What follows belongs to an exercise in optimizing a design on an open flow for a short achievable clock period and few clock cycles; a production flow would make more cautious choices.
The RTL was checked by simulation tests, not by an equivalence proof against the original design.
Power is estimated from default activity; no workload was simulated.

## flow/run.sh

```bash
#!/bin/bash
# synth_recipe.tcl (not shown) runs the flow's synth.tcl, then flattens the netlist and writes it again
# the make line also repeats each setting of config.mk as NAME=value (left out here)
make -C /OpenROAD-flow-scripts/flow DESIGN_CONFIG=/design/flow/config.mk WORK_HOME=/design/flow/orfs CLKGATE_MAP_FILE= SYNTH_SCRIPT=/design/flow/synth_recipe.tcl finish
```

## flow/config.mk

```make
export PLATFORM = sky130hd
export DESIGN_NAME = tlv_tag_table_extractor
export DESIGN_NICKNAME = tlv_tag_table_extractor
export VERILOG_FILES = /design/flow/design.v
export SDC_FILE = /design/flow/constraint.sdc
export NUM_CORES = 4
export LEC_CHECK = 0
export CAP_MARGIN = 40
export CORE_MARGIN = 2
export CORE_UTILIZATION = 30
export SLEW_MARGIN = 20
```

## flow/constraint.sdc

```tcl
create_clock -name core_clock -period 10.0 [get_ports {clock}]
set_input_delay 2.0000 -clock core_clock [delete_from_list [all_inputs] [get_ports {clock}]]
set_output_delay 2.0000 -clock core_clock [all_outputs]
set_load 0.01 [all_outputs]
```

## flow/design.v

```verilog
package ttx_pkg;
   localparam logic CMD_LOAD = 1'b0;
   localparam logic CMD_BYTE = 1'b1;
   localparam logic [2:0] STAT_OK     = 3'd0;
   localparam logic [2:0] STAT_SHORT  = 3'd1;
   localparam logic [2:0] STAT_DUP    = 3'd2;
   localparam logic [2:0] STAT_OVFL   = 3'd3;
   localparam logic [2:0] STAT_TRUNC  = 3'd4;
endpackage
module ttx_tag_cell (
   input  logic        clock,
   input  logic        load_en,
   input  logic [23:0] load_tag,
   input  logic [7:0]  byte_in,
   input  logic        hex_ok,      
   input  logic [3:0]  hex_val,     
   output logic        is_hex,
   output logic        is_two,
   output logic [5:0]  match
);
   logic [23:0] tag_ff;
   logic        hex_ff;
   logic        two_ff;
   always_ff @(posedge clock) begin
      if (load_en) begin
         tag_ff <= load_tag;
         hex_ff <= (load_tag[23:16] == 8'hFF);
         two_ff <= (load_tag[23:16] != 8'hFF) && (load_tag[20:16] == 5'h1F);
      end
   end
   assign is_hex = hex_ff;
   assign is_two = two_ff;
   always_comb begin
      for (int k = 0; k < 6; k++) begin
         match[k] = hex_ok && (hex_val == tag_ff[23-4*k -: 4]);
      end
      if (!hex_ff) begin
         match[0] = (byte_in == tag_ff[23:16]);
         match[1] = !two_ff || (byte_in == tag_ff[15:8]);
         for (int k = 2; k < 6; k++) match[k] = 1'b1;
      end
   end
endmodule
module tlv_tag_table_extractor #(
   parameter int MAX_TAGS    = 32,
   parameter int STORE_BYTES = 1024
) (
   input  logic        clock,
   input  logic        reset,
   input  logic        req_valid,
   output logic        req_ready,
   input  logic        req_command,
   input  logic [4:0]  req_tag_slot,
   input  logic [23:0] req_tag_bytes,
   input  logic [7:0]  req_data_byte,
   input  logic        req_last_byte,
   output logic        rsp_valid,
   input  logic        rsp_ready,
   output logic [4:0]  rsp_tag_index,
   output logic [7:0]  rsp_value_byte,
   output logic        rsp_value_valid,
   output logic        rsp_value_end,
   output logic [9:0]  rsp_store_offset,
   output logic        rsp_message_done,
   output logic [2:0]  rsp_status,
   input  logic        csr_wr_en,
   input  logic [5:0]  csr_wr_data
);
   localparam int NT = 32;    
   localparam int W  = 14;    
   localparam int QD = 4;     
   localparam int RW = 29;    
   localparam logic [2:0] PH_SCAN  = 3'd0;
   localparam logic [2:0] PH_BER1  = 3'd1;
   localparam logic [2:0] PH_BERN  = 3'd2;
   localparam logic [2:0] PH_ALEN  = 3'd3;
   localparam logic [2:0] PH_VALUE = 3'd4;
   localparam logic [2:0] PH_LCHK  = 3'd5;
   localparam logic [2:0] PH_EDUP  = 3'd6;
   localparam logic [2:0] PH_EOVF  = 3'd7;
   logic        rdy;
   logic        i_v;
   logic        i_cmd;
   logic [4:0]  i_slot;
   logic [23:0] i_tag;
   logic [7:0]  i_byte;
   logic        i_last;
   logic        c_v;
   logic [5:0]  c_data;
   assign req_ready = rdy;
   always_ff @(posedge clock) begin
      i_cmd  <= req_command;
      i_slot <= req_tag_slot;
      i_tag  <= req_tag_bytes;
      i_byte <= req_data_byte;
      i_last <= req_last_byte;
      c_data <= csr_wr_data;
      if (reset) begin
         i_v <= 1'b0;
         c_v <= 1'b0;
      end else begin
         i_v <= req_valid & rdy;
         c_v <= csr_wr_en;
      end
   end
   logic [NT-1:0] active;
   always_ff @(posedge clock) begin
      if (reset) active <= '0;
      else if (c_v) begin
         for (int i = 0; i < NT; i++) active[i] <= (7'(i) < 7'(c_data));
      end
   end
   logic        hex_ok;
   logic [3:0]  hex_v;
   logic [NT-1:0] t_hex;
   logic [NT-1:0] t_two;
   logic [6*NT-1:0] t_match;
   always_comb begin
      hex_ok = 1'b1;
      hex_v  = i_byte[3:0];
      if (i_byte >= 8'h30 && i_byte <= 8'h39) hex_v = i_byte[3:0];
      else if ((i_byte >= 8'h41 && i_byte <= 8'h46) || (i_byte >= 8'h61 && i_byte <= 8'h66))
         hex_v = i_byte[3:0] + 4'd9;
      else hex_ok = 1'b0;
   end
   for (genvar i = 0; i < NT; i++) begin : g_cell
      ttx_tag_cell u_cell (
         .clock   (clock),
         .load_en (i_v && i_cmd == ttx_pkg::CMD_LOAD && i_slot == 5'(i)),
         .load_tag(i_tag),
         .byte_in (i_byte),
         .hex_ok  (hex_ok),
         .hex_val (hex_v),
         .is_hex  (t_hex[i]),
         .is_two  (t_two[i]),
         .match   (t_match[6*i +: 6])
      );
   end
   logic          e_v;
   logic [7:0]    e_byte;
   logic          e_last;
   logic [NT-1:0] e_hex;
   logic [NT-1:0] e_two;
   logic [NT-1:0] e_m [6];    
   always_ff @(posedge clock) begin
      if (reset) e_v <= 1'b0;
      else e_v <= i_v && i_cmd == ttx_pkg::CMD_BYTE;
      e_byte <= i_byte;
      e_last <= i_last;
      e_hex  <= t_hex;
      e_two  <= t_two;
      for (int k = 0; k < 6; k++)
         for (int i = 0; i < NT; i++) e_m[k][i] <= t_match[6*i+k];
   end
   logic [W-1:0]  w_v;
   logic [7:0]    w_b   [W];
   logic [W-1:0]  w_l;
   logic [NT-1:0] w_c   [W];    
   logic [NT-1:0] w_h   [W];    
   logic [NT-1:0] w_t   [W];
   logic [4:0]    w_n   [W];    
   logic [W-1:0]  w_cl;         
   logic [4:0]    cnt;
   logic          adv;          
   logic [W-1:0]  nw_v;
   logic [7:0]    nw_b  [W];
   logic [W-1:0]  nw_l;
   logic [NT-1:0] nw_c  [W];
   logic [NT-1:0] nw_h  [W];
   logic [NT-1:0] nw_t  [W];
   logic [4:0]    nw_n  [W];
   logic [W-1:0]  nw_cl;
   logic [NT-1:0] u_c   [W];
   logic [4:0]    u_n   [W];
   logic [W-1:0]  u_cl;
   always_comb begin
      for (int s = 0; s < W; s++) begin
         logic upd;
         logic [NT-1:0] sel;
         upd = e_v && !w_cl[s] && !w_n[s][4];
         sel = e_m[1];
         if (w_n[s][0]) sel = e_m[2];
         if (w_n[s][1]) sel = e_m[3];
         if (w_n[s][2]) sel = e_m[4];
         if (w_n[s][3]) sel = e_m[5];
         u_c[s]  = upd ? (w_c[s] & sel) : w_c[s];
         u_n[s]  = upd ? {w_n[s][3:0], 1'b1} : w_n[s];
         u_cl[s] = w_cl[s] | (e_v & e_last);
      end
   end
   always_comb begin
      for (int j = 0; j < W; j++) begin
         if (adv) begin
            if (j < W - 1) begin
               nw_v[j]  = w_v[j+1];
               nw_b[j]  = w_b[j+1];
               nw_l[j]  = w_l[j+1];
               nw_c[j]  = u_c[j+1];
               nw_h[j]  = w_h[j+1];
               nw_t[j]  = w_t[j+1];
               nw_n[j]  = u_n[j+1];
               nw_cl[j] = u_cl[j+1];
            end else begin
               nw_v[j]  = 1'b0;
               nw_b[j]  = w_b[j];
               nw_l[j]  = w_l[j];
               nw_c[j]  = u_c[j];
               nw_h[j]  = w_h[j];
               nw_t[j]  = w_t[j];
               nw_n[j]  = u_n[j];
               nw_cl[j] = u_cl[j];
            end
         end else begin
            nw_v[j]  = w_v[j];
            nw_b[j]  = w_b[j];
            nw_l[j]  = w_l[j];
            nw_c[j]  = u_c[j];
            nw_h[j]  = w_h[j];
            nw_t[j]  = w_t[j];
            nw_n[j]  = u_n[j];
            nw_cl[j] = u_cl[j];
         end
         if (e_v && 5'(j) == (adv ? cnt - 5'd1 : cnt)) begin
            nw_v[j]  = 1'b1;
            nw_b[j]  = e_byte;
            nw_l[j]  = e_last;
            nw_c[j]  = e_m[0];
            nw_h[j]  = e_hex;
            nw_t[j]  = e_two;
            nw_n[j]  = 5'd0;
            nw_cl[j] = e_last;
         end
      end
   end
   always_ff @(posedge clock) begin
      if (reset) begin
         w_v <= '0;
         cnt <= '0;
      end else begin
         w_v <= nw_v;
         cnt <= cnt - 5'(adv) + 5'(e_v);
      end
      w_l  <= nw_l;
      w_cl <= nw_cl;
      for (int j = 0; j < W; j++) begin
         w_b[j] <= nw_b[j];
         w_c[j] <= nw_c[j];
         w_h[j] <= nw_h[j];
         w_t[j] <= nw_t[j];
         w_n[j] <= nw_n[j];
      end
   end
   logic          p_pend [2];
   logic          p_none [2];
   logic          p_hex  [2];
   logic          p_two  [2];
   logic [4:0]    p_slot [2];
   logic [NT-1:0] p_win  [2];
   always_comb begin
      for (int s = 0; s < 2; s++) begin
         logic [NT-1:0] cmp;
         logic [NT-1:0] nf;
         logic [NT-1:0] pre;
         for (int i = 0; i < NT; i++)
            cmp[i] = w_h[s][i] ? w_n[s][4] : (w_t[s][i] ? w_n[s][0] : 1'b1);
         nf = active & w_c[s] & (w_cl[s] ? cmp : {NT{1'b1}});
         pre = {nf[NT-2:0], 1'b0};
         for (int d = 1; d < NT; d = d * 2) pre = pre | (pre << d);
         p_win[s]  = nf & ~pre;
         p_none[s] = ~|nf;
         p_pend[s] = |(p_win[s] & ~cmp);
         p_hex[s]  = |(p_win[s] & w_h[s]);
         p_two[s]  = |(p_win[s] & w_t[s]);
         for (int b = 0; b < 5; b++) begin
            logic [NT-1:0] m;
            for (int i = 0; i < NT; i++) m[i] = i[b];
            p_slot[s][b] = |(p_win[s] & m);
         end
      end
   end
   logic          d_ok;
   logic          d_pend;
   logic          d_none;
   logic          d_hex;
   logic          d_two;
   logic [4:0]    d_slot;
   logic [NT-1:0] d_win;
   always_ff @(posedge clock) begin
      if (reset) d_ok <= 1'b0;
      else d_ok <= adv ? w_v[1] : w_v[0];
      d_pend <= adv ? p_pend[1] : p_pend[0];
      d_none <= adv ? p_none[1] : p_none[0];
      d_hex  <= adv ? p_hex[1]  : p_hex[0];
      d_two  <= adv ? p_two[1]  : p_two[0];
      d_slot <= adv ? p_slot[1] : p_slot[0];
      d_win  <= adv ? p_win[1]  : p_win[0];
   end
   logic [2:0]    ph;
   logic [2:0]    skip;
   logic [15:0]   acc;
   logic [6:0]    kc;
   logic [15:0]   rem;
   logic [10:0]   off;
   logic [10:0]   rr;        
   logic [4:0]    slot;
   logic [NT-1:0] seen;
   logic          first;
   logic          pend_end;
   logic [2:0]    n_ph;
   logic [2:0]    n_skip;
   logic [15:0]   n_acc;
   logic [6:0]    n_kc;
   logic [15:0]   n_rem;
   logic [10:0]   n_off;
   logic [10:0]   n_rr;
   logic [4:0]    n_slot;
   logic [NT-1:0] n_seen;
   logic          n_first;
   logic          n_pend_end;
   logic          room;
   logic          pa;
   logic          pb;
   logic [RW-1:0] ra;
   logic [RW-1:0] rb;
   function automatic logic [RW-1:0] mk_res(input logic [4:0] ti, input logic [7:0] vb,
                                            input logic vv, input logic ve,
                                            input logic [9:0] so, input logic md,
                                            input logic [2:0] st);
      mk_res = {ti, vb, vv, ve, so, md, st};
   endfunction
   logic [7:0]  b0;
   logic        l0;
   logic        v0;
   logic        ovf;
   logic        zlen;
   logic        rem1;
   logic        seen_hit;
   logic [15:0] alen_v;
   logic [2:0]  ph_a;
   logic        go;
   logic        clr;
   logic [2:0]  st_a;
   assign b0 = w_b[0];
   assign l0 = w_l[0];
   assign v0 = w_v[0];
   always_comb begin
      ovf      = (rem[15:11] != 5'd0) || (rem[10:0] > rr);
      zlen     = (rem == 16'd0);
      rem1     = (rem == 16'd1);
      seen_hit = |(d_win & seen);
      alen_v   = (acc << 3) + (acc << 1) + {8'd0, b0} - 16'h30;
   end
   always_comb begin
      n_ph       = ph;
      n_skip     = skip;
      n_acc      = acc;
      n_kc       = kc;
      n_rem      = rem;
      n_off      = off;
      n_rr       = rr;
      n_slot     = slot;
      n_seen     = seen;
      n_first    = first;
      n_pend_end = pend_end;
      adv        = 1'b0;
      pa         = 1'b0;
      pb         = 1'b0;
      ra         = '0;
      rb         = '0;
      clr        = 1'b0;
      go         = 1'b0;
      ph_a       = ph;
      st_a       = ttx_pkg::STAT_OK;
      if (room) begin
         if (ph == PH_LCHK) begin
            if (pend_end) begin
               pb = 1'b1;
               if (ovf) rb = mk_res('0, '0, 1'b0, 1'b0, '0, 1'b1, ttx_pkg::STAT_OVFL);
               else if (zlen) begin
                  pa = 1'b1;
                  ra = mk_res(slot, '0, 1'b0, 1'b1, off[9:0], 1'b0, '0);
                  rb = mk_res('0, '0, 1'b0, 1'b0, '0, 1'b1, ttx_pkg::STAT_OK);
               end else
                  rb = mk_res('0, '0, 1'b0, 1'b0, '0, 1'b1, ttx_pkg::STAT_TRUNC);
               clr = 1'b1;
            end else if (ovf) begin
               n_ph = PH_EOVF;
            end else if (zlen) begin
               pa = 1'b1;
               ra = mk_res(slot, '0, 1'b0, 1'b1, off[9:0], 1'b0, '0);
               n_ph = PH_SCAN;
            end else begin
               n_seen = seen | (NT'(1) << slot);
               n_ph = PH_VALUE;
               if (v0) begin
                  adv = 1'b1;
                  pa = 1'b1;
                  ra = mk_res(slot, b0, 1'b1, rem1, off[9:0], 1'b0, '0);
                  n_off = off + 11'd1;
                  n_rr = rr - 11'd1;
                  n_rem = rem - 16'd1;
                  if (rem1) n_ph = PH_SCAN;
                  if (l0) begin
                     pb = 1'b1;
                     rb = mk_res('0, '0, 1'b0, 1'b0, '0, 1'b1,
                                 rem1 ? ttx_pkg::STAT_OK : ttx_pkg::STAT_TRUNC);
                     clr = 1'b1;
                  end
               end
            end
         end else if (v0) begin
            if (first && l0) begin
               adv = 1'b1;
               pb = 1'b1;
               rb = mk_res('0, '0, 1'b0, 1'b0, '0, 1'b1, ttx_pkg::STAT_SHORT);
               clr = 1'b1;
            end else begin
               go = 1'b1;
               if (skip != 3'd0) begin
                  n_skip = skip - 3'd1;
               end else begin
                  case (ph)
                     PH_SCAN: begin
                        if (!d_ok || d_pend) go = 1'b0;
                        else if (!d_none) begin
                           if (seen_hit) ph_a = PH_EDUP;
                           else begin
                              n_slot = d_slot;
                              n_acc = '0;
                              if (d_hex) begin
                                 ph_a = PH_ALEN;
                                 n_kc = 7'd3;
                                 n_skip = 3'd5;
                              end else begin
                                 ph_a = PH_BER1;
                                 n_skip = d_two ? 3'd1 : 3'd0;
                              end
                           end
                        end
                     end
                     PH_BER1: begin
                        if (!b0[7]) begin
                           n_rem = {8'd0, b0};
                           ph_a = PH_LCHK;
                        end else if (b0[6:0] == 7'd0) begin
                           n_rem = '0;
                           ph_a = PH_LCHK;
                        end else begin
                           n_kc = b0[6:0];
                           n_acc = '0;
                           ph_a = PH_BERN;
                        end
                     end
                     PH_BERN: begin
                        n_acc = {acc[7:0], b0};
                        n_kc = kc - 7'd1;
                        if (kc == 7'd1) begin
                           n_rem = {acc[7:0], b0};
                           ph_a = PH_LCHK;
                        end
                     end
                     PH_ALEN: begin
                        n_acc = alen_v;
                        n_kc = kc - 7'd1;
                        if (kc == 7'd1) begin
                           n_rem = alen_v;
                           ph_a = PH_LCHK;
                        end
                     end
                     PH_VALUE: begin
                        pa = 1'b1;
                        ra = mk_res(slot, b0, 1'b1, rem1, off[9:0], 1'b0, '0);
                        n_off = off + 11'd1;
                        n_rr = rr - 11'd1;
                        n_rem = rem - 16'd1;
                        if (rem1) ph_a = PH_SCAN;
                     end
                     default: begin
                     end
                  endcase
               end
               if (go) begin
                  adv = 1'b1;
                  n_first = 1'b0;
                  n_ph = ph_a;
                  if (l0) begin
                     case (ph_a)
                        PH_SCAN: st_a = ttx_pkg::STAT_OK;
                        PH_EDUP: st_a = ttx_pkg::STAT_DUP;
                        PH_EOVF: st_a = ttx_pkg::STAT_OVFL;
                        default: st_a = ttx_pkg::STAT_TRUNC;
                     endcase
                     if (ph_a == PH_LCHK) n_pend_end = 1'b1;
                     else begin
                        pb = 1'b1;
                        rb = mk_res('0, '0, 1'b0, 1'b0, '0, 1'b1, st_a);
                        clr = 1'b1;
                     end
                  end
               end
            end
         end
      end
      if (clr) begin
         n_ph       = PH_SCAN;
         n_skip     = '0;
         n_acc      = '0;
         n_kc       = '0;
         n_rem      = '0;
         n_off      = '0;
         n_rr       = 11'(STORE_BYTES);
         n_slot     = '0;
         n_seen     = '0;
         n_first    = 1'b1;
         n_pend_end = 1'b0;
      end
   end
   always_ff @(posedge clock) begin
      if (reset) begin
         ph       <= PH_SCAN;
         skip     <= '0;
         acc      <= '0;
         kc       <= '0;
         rem      <= '0;
         off      <= '0;
         rr       <= 11'(STORE_BYTES);
         slot     <= '0;
         seen     <= '0;
         first    <= 1'b1;
         pend_end <= 1'b0;
      end else begin
         ph       <= n_ph;
         skip     <= n_skip;
         acc      <= n_acc;
         kc       <= n_kc;
         rem      <= n_rem;
         off      <= n_off;
         rr       <= n_rr;
         slot     <= n_slot;
         seen     <= n_seen;
         first    <= n_first;
         pend_end <= n_pend_end;
      end
   end
   always_ff @(posedge clock) begin
      if (reset) rdy <= 1'b0;
      else rdy <= (5'(cnt) + 5'(e_v) + 5'(i_v) + 5'(rdy) + 5'd1) <= 5'(W);
   end
   logic [RW-1:0] q [QD];
   logic [1:0]    q_wp;
   logic [1:0]    q_rp;
   logic [2:0]    q_n;
   logic          o_v;
   logic [RW-1:0] o_r;
   logic          o_ld;
   logic          q_pop;
   assign room  = (q_n <= 3'(QD - 2));
   assign o_ld  = !o_v || rsp_ready;
   assign q_pop = o_ld && (q_n != 3'd0);
   always_ff @(posedge clock) begin
      if (reset) begin
         q_wp <= '0;
         q_rp <= '0;
         q_n  <= '0;
         o_v  <= 1'b0;
      end else begin
         q_wp <= q_wp + 2'(pa) + 2'(pb);
         q_rp <= q_rp + 2'(q_pop);
         q_n  <= q_n + 3'(pa) + 3'(pb) - 3'(q_pop);
         if (o_ld) o_v <= (q_n != 3'd0);
      end
      if (pa) q[q_wp] <= ra;
      if (pb) q[pa ? q_wp + 2'd1 : q_wp] <= rb;
      if (q_pop) o_r <= q[q_rp];
   end
   assign rsp_valid = o_v;
   assign {rsp_tag_index, rsp_value_byte, rsp_value_valid, rsp_value_end, rsp_store_offset,
           rsp_message_done, rsp_status} = o_r;
endmodule
```

==> flow_summary.yaml, run 1 <==
status:
  outcome: "failed layout checks"
  check.faults: "antenna violations"
synthesis:
  async_flop_share_pct: 0
  synth_compound_area_share_pct: 10.6
  synth_xor_area_share_pct: 6.58
  yosysTopAreaCell: "edfxtp_1"
  synth_top_family_by_area: "multiplexers"
  synth_top_area_share_pct: 37.5
  ys.flop_type: "edfxtp_1"
  synth-seq-area-share_pct: 52.0
  netlist_top_cells_area: "edfxtp_1, dfxtp_1, mux2_2"
  synthesis.nets: 15200
  synth_commonest_cells: "nor2_1, edfxtp_1, nand2_1, o21ai_0, mux2_2"
  yosys_warnings: 21
  synth_edf_count: 1931
  syn_area_um2: 155000
  synth_fa_ha_area_share_pct: 0.754
  synth.ff_latch_count: 3050
  synth-simple-area-share_pct: 12.7
  syn_inst: 15100
  yosysMostFrequentCell: "nor2_1"
  synth_mux_area_share_pct: 13.8
  ys_types: 105
  synth.avg_cell_area_um2: 10.2
worst_setup_path:
  max_stage_delay_ns: 0.63
  slowest_stage: "dfxtp_1"
  crit_type: "flop to flop"
  critPathTopFamily: "simple AND/OR/NAND/NOR gates"
  worst-path-buf-inv: 5
  worstPathArrival_ns: 7.51
  worstPathRequired_ns: 10.55
  path_cells: "nor2b_1, and2_1, o41a_4, or2_4, inv_8, ha_1, inv_1, nand4_4, buf_4, buf_16, or2_4, nand2_4, buf_4"
  start_kind: "flop"
  path_max_fanout: 84
  crit_path_end_kind: "flop"
global_route:
  grt_pass1_vias: 109000
  gr-total-overflow: 0
  top_usage_layer: "met2"
  grt_pass1_wl_mm: 770
  met2_usage_pct: 30.6
  met1_usage_pct: 26.9
  grt_max_degree: 208
  antenna_found_initial: 36
  gr-usage-met3_pct: 3.61
  grt_usage_pct: 19.6
timing:
  setup_tns_ns: 0
  hold_viol_final: 0
  slew-limit-headroom_pct: 23.5
  min_period_over_period_pct: 69.7
  hold_ws_ns: 0.324
  slew_violations: 0
  finalCriticalPeriod_ns: 6.97
  setup_viol: 0
  skew_ns: 0.0745
  max_freq_mhz: 144
  worstMarginPinSlew_ns: 1.15
  rsz0062_at_grt: "no"
cts:
  clock_latency_ns: 0.98
  clkTransAtPathRegs_ns: 0.07
  cts-root-buf: "clkbuf_16"
  cts_tree: "done"
  cts_max_level: 5
  clkSinkCount: 3050
  cts_buffers: 326
  cts_buffer_depth: 4
  post_cts_resized: 0
  ctsHoldBuffers: 0
  postCtsSetupBuffers: 0
placement:
  hpwl_mm: 342
  gp_congestion: 0.927
  port_buffers: 80
  post-place-cells: 21000
floorplan:
  io_pins: 81
  die_area_um2: 521000
  initial_core_util_pct: 30.1
  core-area_um2: 513000
  placementRows: 263
  die_w_um: 722
  die_h_um: 722
final_layout:
  drive_gt1_share_pct: 15.7
  utilization_pct: 34.0
  area_growth_syn_to_layout_pct: 12.7
  stdcell_count: 21600
  layout.nets: 14700
routing:
  ant_nets: 1
  wl_mm: 533
  drtIter0Drc: 14000
  vias: 117000
  vias_per_cell: 5.41
  drc: 0
  dr.pass1.iters: 6
  wl_per_cell_um: 24.6
power_and_ir_drop:
  ir_drop_uv: 220
  p_leak_nw: 61.1
  power_per_cell_area_nw_per_um2: 203
  fin_total_pwr_mw: 35.3
worst_hold_path:
  hold_path_class: "flop to flop"
flow_run:
  cap_violations: 0
-- cells in the final DEF (no fill, tap or decap), types with 52 or more instances in the layout --
master | netlist | layout
nand3_1 | 203 | 200
edfxtp_1 | 1931 | 1931
a21oi_1 | 1052 | 1051
mux2_1 | 64 | 64
ha_1 | 74 | 74
xnor2_1 | 467 | 465
a211oi_1 | 63 | 62
dfxtp_1 | 1119 | 1027
nor3_1 | 200 | 198
xor2_1 | 694 | 693
dfxtp_2 | 0 | 77
clkbuf_1 | 957 | 89
mux2_2 | 1195 | 1195
buf_4 | 6 | 253
nand4_1 | 166 | 166
clkdlybuf4s50_1 | 0 | 79
mux2i_1 | 599 | 598
nor2_1 | 1980 | 1943
inv_1 | 114 | 114
a22oi_1 | 54 | 54
nor3b_1 | 62 | 62
nor2b_1 | 87 | 83
clkbuf_16 | 0 | 334
nor4_1 | 60 | 60
o21ai_0 | 1237 | 1237
a221oi_1 | 52 | 52
a31oi_1 | 88 | 88
nand2_1 | 1557 | 1542
-- worst paths after layout --
| path | startpoint | depth (start not counted) | slack (ns) | endpoint |
|---|---|---|---|---|
| hold reg to reg | i_last | 0 | 0.32 | e_last |
| hold / removal | i_last | 0 | 0.32 | e_last |
| setup / recovery | ph[2] | 13 | 3.03 | w_h[1][29] |
| setup reg to reg | ph[2] | 13 | 3.03 | w_h[1][29] |
-- registers in the layout, indices dropped and copies added (netlist names), 15 cells and up --
name and count:
w_c 448, e_m 192, w_b 112, d_win 32
e_two 32, acc 15, w_n 70, active 32
rem 16, w_t 448, i_tag 24, g_cell.u_cell.hex_ff 32
seen 32, w_h 448, g_cell.u_cell.two_ff 32, g_cell.u_cell.tag_ff 768
e_hex 32, o_r 29, q 116
-- where the power goes --
part           internal [mW]  total, mW  leakage [nW]  switching (mW)
logic                   3.43       8.47          29.3            5.04
clock network           7.00       12.4          5.23            5.35
registers               13.8       14.5          26.5           0.701
-- stage by stage --
| step | instance area (um^2) | worst slack, ns |
|---|---|---|
| 2_1_floorplan | 155000 | 2.46 |
| 3_3_place_gp | 161000 | 2.79 |
| 3_5_place_dp | 163000 | 3.01 |
| 4_1_cts | 174000 | 2.92 |
| 5_1_grt | 174000 | 2.74 |
| 6_report | 174000 | 3.03 |
-- layer usage --
layer	share of wire, %	vias to the layer above
li1	-	52600
met1	42	57300
met2	44	5848
met3	9.3	1219
met4	4.0	8
met5	0.0099	-
-- final cells by class --
class                           count  area, um^2
Multi-Input combinational cell  10600       69200
Tap cell                         6757        8450
Clock inverter                    139        1480
Fill cell                       51100      339000
Clock buffer                      461        9220
Antenna cell                       15        37.5
Inverter                          117         447
Sequential cell                  3050       80500
Timing Repair Buffer              444        4930
-- logic make-up (layout without fill, tap and decap cells) --
family | count (synthesis) | count (layout)
AND/OR/NAND/NOR | 4574 | 4574
flip-flops | 3050 | 3050
AO/OA/AOI/OAI | 2895 | 2895
multiplexers | 1924 | 1924
buffers and inverters | 1406 | 1161
XOR/XNOR | 1162 | 1162
adder cells (fa/ha/maj) | 86 | 86
other | 0 | 15
Testbench counts, summed over its fixed seeds: cycles 104,875.
==> run 2, diff against run 1 <==
--- a/flow/design.v
+++ b/flow/design.v
@@ -112,9 +112,6 @@
    end
    logic        hex_ok;
    logic [3:0]  hex_v;
-   logic [NT-1:0] t_hex;
-   logic [NT-1:0] t_two;
-   logic [6*NT-1:0] t_match;
    always_comb begin
       hex_ok = 1'b1;
       hex_v  = i_byte[3:0];
@@ -123,34 +120,38 @@
          hex_v = i_byte[3:0] + 4'd9;
       else hex_ok = 1'b0;
    end
-   for (genvar i = 0; i < NT; i++) begin : g_cell
-      ttx_tag_cell u_cell (
-         .clock   (clock),
-         .load_en (i_v && i_cmd == ttx_pkg::CMD_LOAD && i_slot == 5'(i)),
-         .load_tag(i_tag),
-         .byte_in (i_byte),
-         .hex_ok  (hex_ok),
-         .hex_val (hex_v),
-         .is_hex  (t_hex[i]),
-         .is_two  (t_two[i]),
-         .match   (t_match[6*i +: 6])
-      );
-   end
    logic          e_v;
    logic [7:0]    e_byte;
    logic          e_last;
-   logic [NT-1:0] e_hex;
-   logic [NT-1:0] e_two;
-   logic [NT-1:0] e_m [6];    
+   logic          e_hok;
+   logic [3:0]    e_hv;
    always_ff @(posedge clock) begin
       if (reset) e_v <= 1'b0;
       else e_v <= i_v && i_cmd == ttx_pkg::CMD_BYTE;
       e_byte <= i_byte;
       e_last <= i_last;
-      e_hex  <= t_hex;
-      e_two  <= t_two;
-      for (int k = 0; k < 6; k++)
-         for (int i = 0; i < NT; i++) e_m[k][i] <= t_match[6*i+k];
+      e_hok  <= hex_ok;
+      e_hv   <= hex_v;
+   end
+   logic [NT-1:0] e_hex;
+   logic [NT-1:0] e_two;
+   logic [6*NT-1:0] t_match;
+   logic [NT-1:0] e_m [6];    
+   for (genvar i = 0; i < NT; i++) begin : g_cell
+      ttx_tag_cell u_cell (
+         .clock   (clock),
+         .load_en (i_v && i_cmd == ttx_pkg::CMD_LOAD && i_slot == 5'(i)),
+         .load_tag(i_tag),
+         .byte_in (e_byte),
+         .hex_ok  (e_hok),
+         .hex_val (e_hv),
+         .is_hex  (e_hex[i]),
+         .is_two  (e_two[i]),
+         .match   (t_match[6*i +: 6])
+      );
+      for (genvar k = 0; k < 6; k++) begin : g_m
+         assign e_m[k][i] = t_match[6*i+k];
+      end
    end
    logic [W-1:0]  w_v;
    logic [7:0]    w_b   [W];
@@ -337,7 +338,6 @@
    logic        seen_hit;
    logic [15:0] alen_v;
    logic [2:0]  ph_a;
-   logic        go;
    logic        clr;
    logic [2:0]  st_a;
    assign b0 = w_b[0];
@@ -350,6 +350,9 @@
       seen_hit = |(d_win & seen);
       alen_v   = (acc << 3) + (acc << 1) + {8'd0, b0} - 16'h30;
    end
+   logic        d_rdy;
+   logic [2:0]  eph;         
+   assign d_rdy = d_ok && !d_pend;
    always_comb begin
       n_ph       = ph;
       n_skip     = skip;
@@ -362,141 +365,122 @@
       n_seen     = seen;
       n_first    = first;
       n_pend_end = pend_end;
-      adv        = 1'b0;
       pa         = 1'b0;
       pb         = 1'b0;
       ra         = '0;
       rb         = '0;
       clr        = 1'b0;
-      go         = 1'b0;
-      ph_a       = ph;
       st_a       = ttx_pkg::STAT_OK;
-      if (room) begin
-         if (ph == PH_LCHK) begin
-            if (pend_end) begin
-               pb = 1'b1;
-               if (ovf) rb = mk_res('0, '0, 1'b0, 1'b0, '0, 1'b1, ttx_pkg::STAT_OVFL);
-               else if (zlen) begin
-                  pa = 1'b1;
-                  ra = mk_res(slot, '0, 1'b0, 1'b1, off[9:0], 1'b0, '0);
-                  rb = mk_res('0, '0, 1'b0, 1'b0, '0, 1'b1, ttx_pkg::STAT_OK);
-               end else
-                  rb = mk_res('0, '0, 1'b0, 1'b0, '0, 1'b1, ttx_pkg::STAT_TRUNC);
-               clr = 1'b1;
-            end else if (ovf) begin
-               n_ph = PH_EOVF;
-            end else if (zlen) begin
+      if (ph == PH_LCHK)
+         adv = room && v0 && !pend_end && (!zlen || d_rdy);
+      else
+         adv = room && v0 && ((first && l0) || skip != 3'd0 || ph != PH_SCAN || d_rdy);
+      eph = ph;
+      if (ph == PH_LCHK) eph = ovf ? PH_EOVF : (zlen ? PH_SCAN : PH_VALUE);
+      ph_a = eph;
+      if (room && ph == PH_LCHK) begin
+         if (pend_end) begin
+            pb = 1'b1;
+            if (ovf) rb = mk_res('0, '0, 1'b0, 1'b0, '0, 1'b1, ttx_pkg::STAT_OVFL);
+            else if (zlen) begin
                pa = 1'b1;
                ra = mk_res(slot, '0, 1'b0, 1'b1, off[9:0], 1'b0, '0);
-               n_ph = PH_SCAN;
-            end else begin
+               rb = mk_res('0, '0, 1'b0, 1'b0, '0, 1'b1, ttx_pkg::STAT_OK);
+            end else
+               rb = mk_res('0, '0, 1'b0, 1'b0, '0, 1'b1, ttx_pkg::STAT_TRUNC);
+            clr = 1'b1;
+         end else begin
+            if (zlen) begin
+               pa = 1'b1;
+               ra = mk_res(slot, '0, 1'b0, 1'b1, off[9:0], 1'b0, '0);
+            end else if (!ovf) begin
                n_seen = seen | (NT'(1) << slot);
-               n_ph = PH_VALUE;
-               if (v0) begin
-                  adv = 1'b1;
-                  pa = 1'b1;
-                  ra = mk_res(slot, b0, 1'b1, rem1, off[9:0], 1'b0, '0);
-                  n_off = off + 11'd1;
-                  n_rr = rr - 11'd1;
-                  n_rem = rem - 16'd1;
-                  if (rem1) n_ph = PH_SCAN;
-                  if (l0) begin
-                     pb = 1'b1;
-                     rb = mk_res('0, '0, 1'b0, 1'b0, '0, 1'b1,
-                                 rem1 ? ttx_pkg::STAT_OK : ttx_pkg::STAT_TRUNC);
-                     clr = 1'b1;
-                  end
-               end
             end
-         end else if (v0) begin
-            if (first && l0) begin
-               adv = 1'b1;
-               pb = 1'b1;
-               rb = mk_res('0, '0, 1'b0, 1'b0, '0, 1'b1, ttx_pkg::STAT_SHORT);
-               clr = 1'b1;
+            n_ph = eph;
+         end
+      end
+      if (adv) begin
+         if (first && l0) begin
+            pb = 1'b1;
+            rb = mk_res('0, '0, 1'b0, 1'b0, '0, 1'b1, ttx_pkg::STAT_SHORT);
+            clr = 1'b1;
+         end else begin
+            if (skip != 3'd0) begin
+               n_skip = skip - 3'd1;
             end else begin
-               go = 1'b1;
-               if (skip != 3'd0) begin
-                  n_skip = skip - 3'd1;
-               end else begin
-                  case (ph)
-                     PH_SCAN: begin
-                        if (!d_ok || d_pend) go = 1'b0;
-                        else if (!d_none) begin
-                           if (seen_hit) ph_a = PH_EDUP;
-                           else begin
-                              n_slot = d_slot;
-                              n_acc = '0;
-                              if (d_hex) begin
-                                 ph_a = PH_ALEN;
-                                 n_kc = 7'd3;
-                                 n_skip = 3'd5;
-                              end else begin
-                                 ph_a = PH_BER1;
-                                 n_skip = d_two ? 3'd1 : 3'd0;
-                              end
-                           end
-                        end
-                     end
-                     PH_BER1: begin
-                        if (!b0[7]) begin
-                           n_rem = {8'd0, b0};
-                           ph_a = PH_LCHK;
-                        end else if (b0[6:0] == 7'd0) begin
-                           n_rem = '0;
-                           ph_a = PH_LCHK;
-                        end else begin
-                           n_kc = b0[6:0];
+               case (eph)
+                  PH_SCAN: begin
+                     if (!d_none) begin
+                        if (seen_hit) ph_a = PH_EDUP;
+                        else begin
+                           n_slot = d_slot;
                            n_acc = '0;
-                           ph_a = PH_BERN;
-                        end
-                     end
-                     PH_BERN: begin
-                        n_acc = {acc[7:0], b0};
-                        n_kc = kc - 7'd1;
-                        if (kc == 7'd1) begin
-                           n_rem = {acc[7:0], b0};
-                           ph_a = PH_LCHK;
-                        end
-                     end
-                     PH_ALEN: begin
-                        n_acc = alen_v;
-                        n_kc = kc - 7'd1;
-                        if (kc == 7'd1) begin
-                           n_rem = alen_v;
-                           ph_a = PH_LCHK;
+                           if (d_hex) begin
+                              ph_a = PH_ALEN;
+                              n_kc = 7'd3;
+                              n_skip = 3'd5;
+                           end else begin
+                              ph_a = PH_BER1;
+                              n_skip = d_two ? 3'd1 : 3'd0;
+                           end
                         end
                      end
-                     PH_VALUE: begin
-                        pa = 1'b1;
-                        ra = mk_res(slot, b0, 1'b1, rem1, off[9:0], 1'b0, '0);
-                        n_off = off + 11'd1;
-                        n_rr = rr - 11'd1;
-                        n_rem = rem - 16'd1;
-                        if (rem1) ph_a = PH_SCAN;
+                  end
+                  PH_BER1: begin
+                     if (!b0[7]) begin
+                        n_rem = {8'd0, b0};
+                        ph_a = PH_LCHK;
+                     end else if (b0[6:0] == 7'd0) begin
+                        n_rem = '0;
+                        ph_a = PH_LCHK;
+                     end else begin
+                        n_kc = b0[6:0];
+                        n_acc = '0;
+                        ph_a = PH_BERN;
                      end
-                     default: begin
+                  end
+                  PH_BERN: begin
+                     n_acc = {acc[7:0], b0};
+                     n_kc = kc - 7'd1;
+                     if (kc == 7'd1) begin
+                        n_rem = {acc[7:0], b0};
+                        ph_a = PH_LCHK;
                      end
-                  endcase
-               end
-               if (go) begin
-                  adv = 1'b1;
-                  n_first = 1'b0;
-                  n_ph = ph_a;
-                  if (l0) begin
-                     case (ph_a)
-                        PH_SCAN: st_a = ttx_pkg::STAT_OK;
-                        PH_EDUP: st_a = ttx_pkg::STAT_DUP;
-                        PH_EOVF: st_a = ttx_pkg::STAT_OVFL;
-                        default: st_a = ttx_pkg::STAT_TRUNC;
-                     endcase
-                     if (ph_a == PH_LCHK) n_pend_end = 1'b1;
-                     else begin
-                        pb = 1'b1;
-                        rb = mk_res('0, '0, 1'b0, 1'b0, '0, 1'b1, st_a);
-                        clr = 1'b1;
+                  end
+                  PH_ALEN: begin
+                     n_acc = alen_v;
+                     n_kc = kc - 7'd1;
+                     if (kc == 7'd1) begin
+                        n_rem = alen_v;
+                        ph_a = PH_LCHK;
                      end
                   end
+                  PH_VALUE: begin
+                     pa = 1'b1;
+                     ra = mk_res(slot, b0, 1'b1, rem1, off[9:0], 1'b0, '0);
+                     n_off = off + 11'd1;
+                     n_rr = rr - 11'd1;
+                     n_rem = rem - 16'd1;
+                     if (rem1) ph_a = PH_SCAN;
+                  end
+                  default: begin
+                  end
+               endcase
+            end
+            n_first = 1'b0;
+            n_ph = ph_a;
+            if (l0) begin
+               case (ph_a)
+                  PH_SCAN: st_a = ttx_pkg::STAT_OK;
+                  PH_EDUP: st_a = ttx_pkg::STAT_DUP;
+                  PH_EOVF: st_a = ttx_pkg::STAT_OVFL;
+                  default: st_a = ttx_pkg::STAT_TRUNC;
+               endcase
+               if (ph_a == PH_LCHK) n_pend_end = 1'b1;
+               else begin
+                  pb = 1'b1;
+                  rb = mk_res('0, '0, 1'b0, 1'b0, '0, 1'b1, st_a);
+                  clr = 1'b1;
                end
             end
          end
--- a/flow/config.mk
+++ b/flow/config.mk
@@ -8,4 +8,6 @@
 export CAP_MARGIN = 40
 export CORE_MARGIN = 2
 export CORE_UTILIZATION = 30
+export SETUP_SLACK_MARGIN = 5
 export SLEW_MARGIN = 20
+export TNS_END_PERCENT = 100
==> run 2 against run 1 <==
Net effect: now clean on timing, DRC and antenna; sequential power down 4%; clock power down 6%; synthesized cell count down 2.6%.
==> flow_summary.yaml, run 2 <==
worst_setup_path:
  slowest_stage: "buf_6"
  reg2reg_from: "rem[0]"
  reg2reg_depth: 14
  worst-path-buf-inv: 5
  r2r_end: "w_c[11][6]"
  path_cells: "inv_1, ha_1, nor3b_1, and2_1, a31o_2, a21oi_4, nand2_8, inv_16, buf_6, buf_6, buf_16, nor2_1, a211oi_1, a21oi_1"
  critPathTopFamily: "buffers and inverters"
  crit_end: "w_c[11][6]"
  crit_path_end_kind: "flop"
  worstPathArrival_ns: 5.70
  setup.worst_path.start: "rem[0]"
  crit_top_cell: "buf_6"
  r2r_setup_slack_ns: 5.12
  worstPathRequired_ns: 10.82
  max_stage_delay_ns: 0.58
  start_kind: "flop"
  path_max_fanout: 157
  crit_cells: 14
  crit_type: "flop to flop"
final_layout:
  drive_gt1_share_pct: 11.8
  utilization_pct: 34.6
  num-fill-cells: 47500
  layout.nets: 14500
  final_cell_mix: "nand2_1, edfxtp_1, o21ai_0, a21oi_1, nor2_1"
  largest_register_ffs: 768
  area_growth_syn_to_layout_pct: 14.8
  mostFrequentLayoutCell: "nand2_1"
  stdcell_count: 21000
  max_flop_register: "g_cell.u_cell.tag_ff"
  final_cell_area_um2: 165000
placement:
  port_buffers: 80
  hpwl_mm: 371
  place_ws_ns: 3.97
  gp_congestion: 0.981
  place_area_um2: 153000
  post-place-cells: 20400
synthesis:
  synthesis.nets: 14800
  yosysMostFrequentCell: "nand2_1"
  synth_top_area_share_pct: 40.5
  ys.flop_type: "edfxtp_1"
  yosysTopAreaCell: "edfxtp_1"
  synth_edf_count: 1931
  ys_types: 107
  synth_commonest_cells: "nand2_1, edfxtp_1, o21ai_0, clkbuf_1, dfxtp_1"
  netlist_top_cells_area: "edfxtp_1, dfxtp_1, nand2_1"
  synth.avg_cell_area_um2: 9.74
  synth-seq-area-share_pct: 52.6
  syn_area_um2: 143000
  synth.ff_latch_count: 2799
  syn_inst: 14700
  yosys_warnings: 21
  async_flop_share_pct: 0
floorplan:
  die_w_um: 695
  initial_core_util_pct: 30.2
  die_area_um2: 483000
  die_h_um: 695
  core-area_um2: 475000
  placementRows: 253
  io_pins: 81
timing:
  worstMarginPinSlew_ns: 1.02
  finalCriticalPeriod_ns: 4.88
  min_period_over_period_pct: 48.8
  slew-limit-headroom_pct: 32.3
  slew_violations: 0
  max_freq_mhz: 205
  rsz0062_at_grt: "yes"
  hold_viol_final: 0
  skew_ns: 0.0853
  setup_tns_ns: 0
  layout_setup_ws_ns: 5.12
  setup_viol: 0
cts:
  cts_max_level: 5
  cts_tree: "done"
  clock_latency_ns: 0.99
  cts-root-buf: "clkbuf_16"
  clkSinkCount: 2799
  cts_buffers: 313
  clkTransAtPathRegs_ns: 0.06
  cts_buffer_depth: 4
status:
  outcome: "complete, no violations"
worst_hold_path:
  hold_path_class: "flop to flop"
  min_path_cells: 0
power_and_ir_drop:
  ir_drop_uv: 154
  p_leak_nw: 55.9
  power_per_cell_area_nw_per_um2: 192
routing:
  dr.pass1.iters: 7
  wl_mm: 580
  drc: 0
  vias: 120000
  ant_nets: 0
  drtIter0Drc: 17000
  wl_per_cell_um: 27.6
  vias_per_cell: 5.70
flow_run:
  cap_violations: 0
global_route:
  grt_pass1_wl_mm: 816
  grt_pass1_vias: 110000
  grt_usage_pct: 22.9
  antenna_found_initial: 29
  grt_max_degree: 164
  gr-total-overflow: 0
-- run 2: changes by cell type in the layout (fill, tap and decap cells not counted), sizes merged, moves of 226 or more --
cell / delta
xnor2: +265
mux2i: -511
mux2: -1049
dfxtp: -251
nand2: +1036
buf: +226
nor2: -1125
-- run 2: area by class of cell --
| cell class | count | area (um^2) | area share [%] |
|---|---|---|---|
| well taps | 6375 | 7980 | 4.85 |
| diodes | 18 | 45.0 | 0.0274 |
| clock inverters | 147 | 1530 | 0.927 |
| repair buffers | 671 | 6220 | 3.78 |
| clock buffers | 423 | 8680 | 5.28 |
| flip-flops and latches | 2799 | 75500 | 45.9 |
| multi-input cells | 10400 | 63800 | 38.8 |
| inverters | 187 | 724 | 0.440 |
-- run 2: routing by layer --
| layer | vias to the layer above | GRT usage (%) | part of all wire [%] |
|---|---|---|---|
| met5 | - | 0 | 0.0090 |
| met4 | 8 | 14.4 | 7.4 |
| met3 | 1705 | 5.23 | 11 |
| met2 | 7671 | 33.5 | 42 |
| met1 | 57900 | 30.5 | 40 |
| li1 | 52400 | - | - |
-- run 2: per-stage QoR --
stage / hold WS, ns / total power [mW]
after floorplan: 0.310 / 17.5
after global placement: 0.312 / 19.5
after detailed placement: 0.315 / 19.7
after CTS: 0.329 / 31.3
after global routing: 0.334 / 32.5
final: 0.327 / 31.5
-- run 2: kinds of logic after synthesis --
family                   after synthesis  synth area share [%]
AND/OR/NAND/NOR                     4704                  14.2
AO/OA/AOI/OAI                       3894                  17.1
flip-flops                          2799                  52.6
buffers and inverters               1531                  4.19
XOR/XNOR                            1327                  8.11
multiplexers                         364                  3.01
adder cells (fa/ha/maj)               86                 0.814
-- run 2: worst min-delay path by stage --
stage	from	end	slack, ns
floorplan	i_last	e_last	0.31
global placement	i_last	e_last	0.31
detailed placement	i_last	e_last	0.32
CTS	i_last	e_last	0.33
global route	i_last	e_last	0.33
finish	i_last	e_last	0.33
-- run 2: where the power goes --
| part | total, mW | switching (mW) | internal [mW] |
|---|---|---|---|
| Sequential | 13.9 | 1.03 | 12.8 |
| Clock | 11.7 | 5.07 | 6.66 |
| Combinational | 5.95 | 3.92 | 2.03 |
-- run 2: worst register-to-register path: cells and delay by family, from the launching register on --
kind                       cells  cell delay (ns)
AOI/OAI and AO/OA              4             0.93
adders and majority gates      1             0.26
buffers and inverters          5             2.01
DFF                            1             0.45
and+or+nand+nor                4             1.12
-- run 2: repair_timing --
item                        CTS  global route
cloned                        4             9
gates resized for setup      39            47
hold buffers                  0             0
pin swaps                     6            12
setup buffers                 0            12
setup endpoints to repair  2129          1372
Testbench counts of run 2, summed over its fixed seeds: cycles 104,713.

static timing again, ports no longer ideal:
Ports are ideal in the flow. The routed layouts listed here were re-timed in OpenROAD.
Step 1 sets driving cells, clkbuf_16 on the clock port and buf_2 on the other inputs (assumed; they add their load-dependent delay and slew).
Step 2 also shifts input and output timing later by t, the mid clock arrival at the registers, as if the neighbouring blocks saw the same clock.
Three values: ideal, step 1, step 2; two values: the first two.
run | t, ns | setup slack, ns | cell pins on the clock port's net
run 1 | 1.067 | 3.034 / 3.034 / 3.034 | 1
run 2 | 1.061 | 5.122 / 5.122 / 5.122 | 1
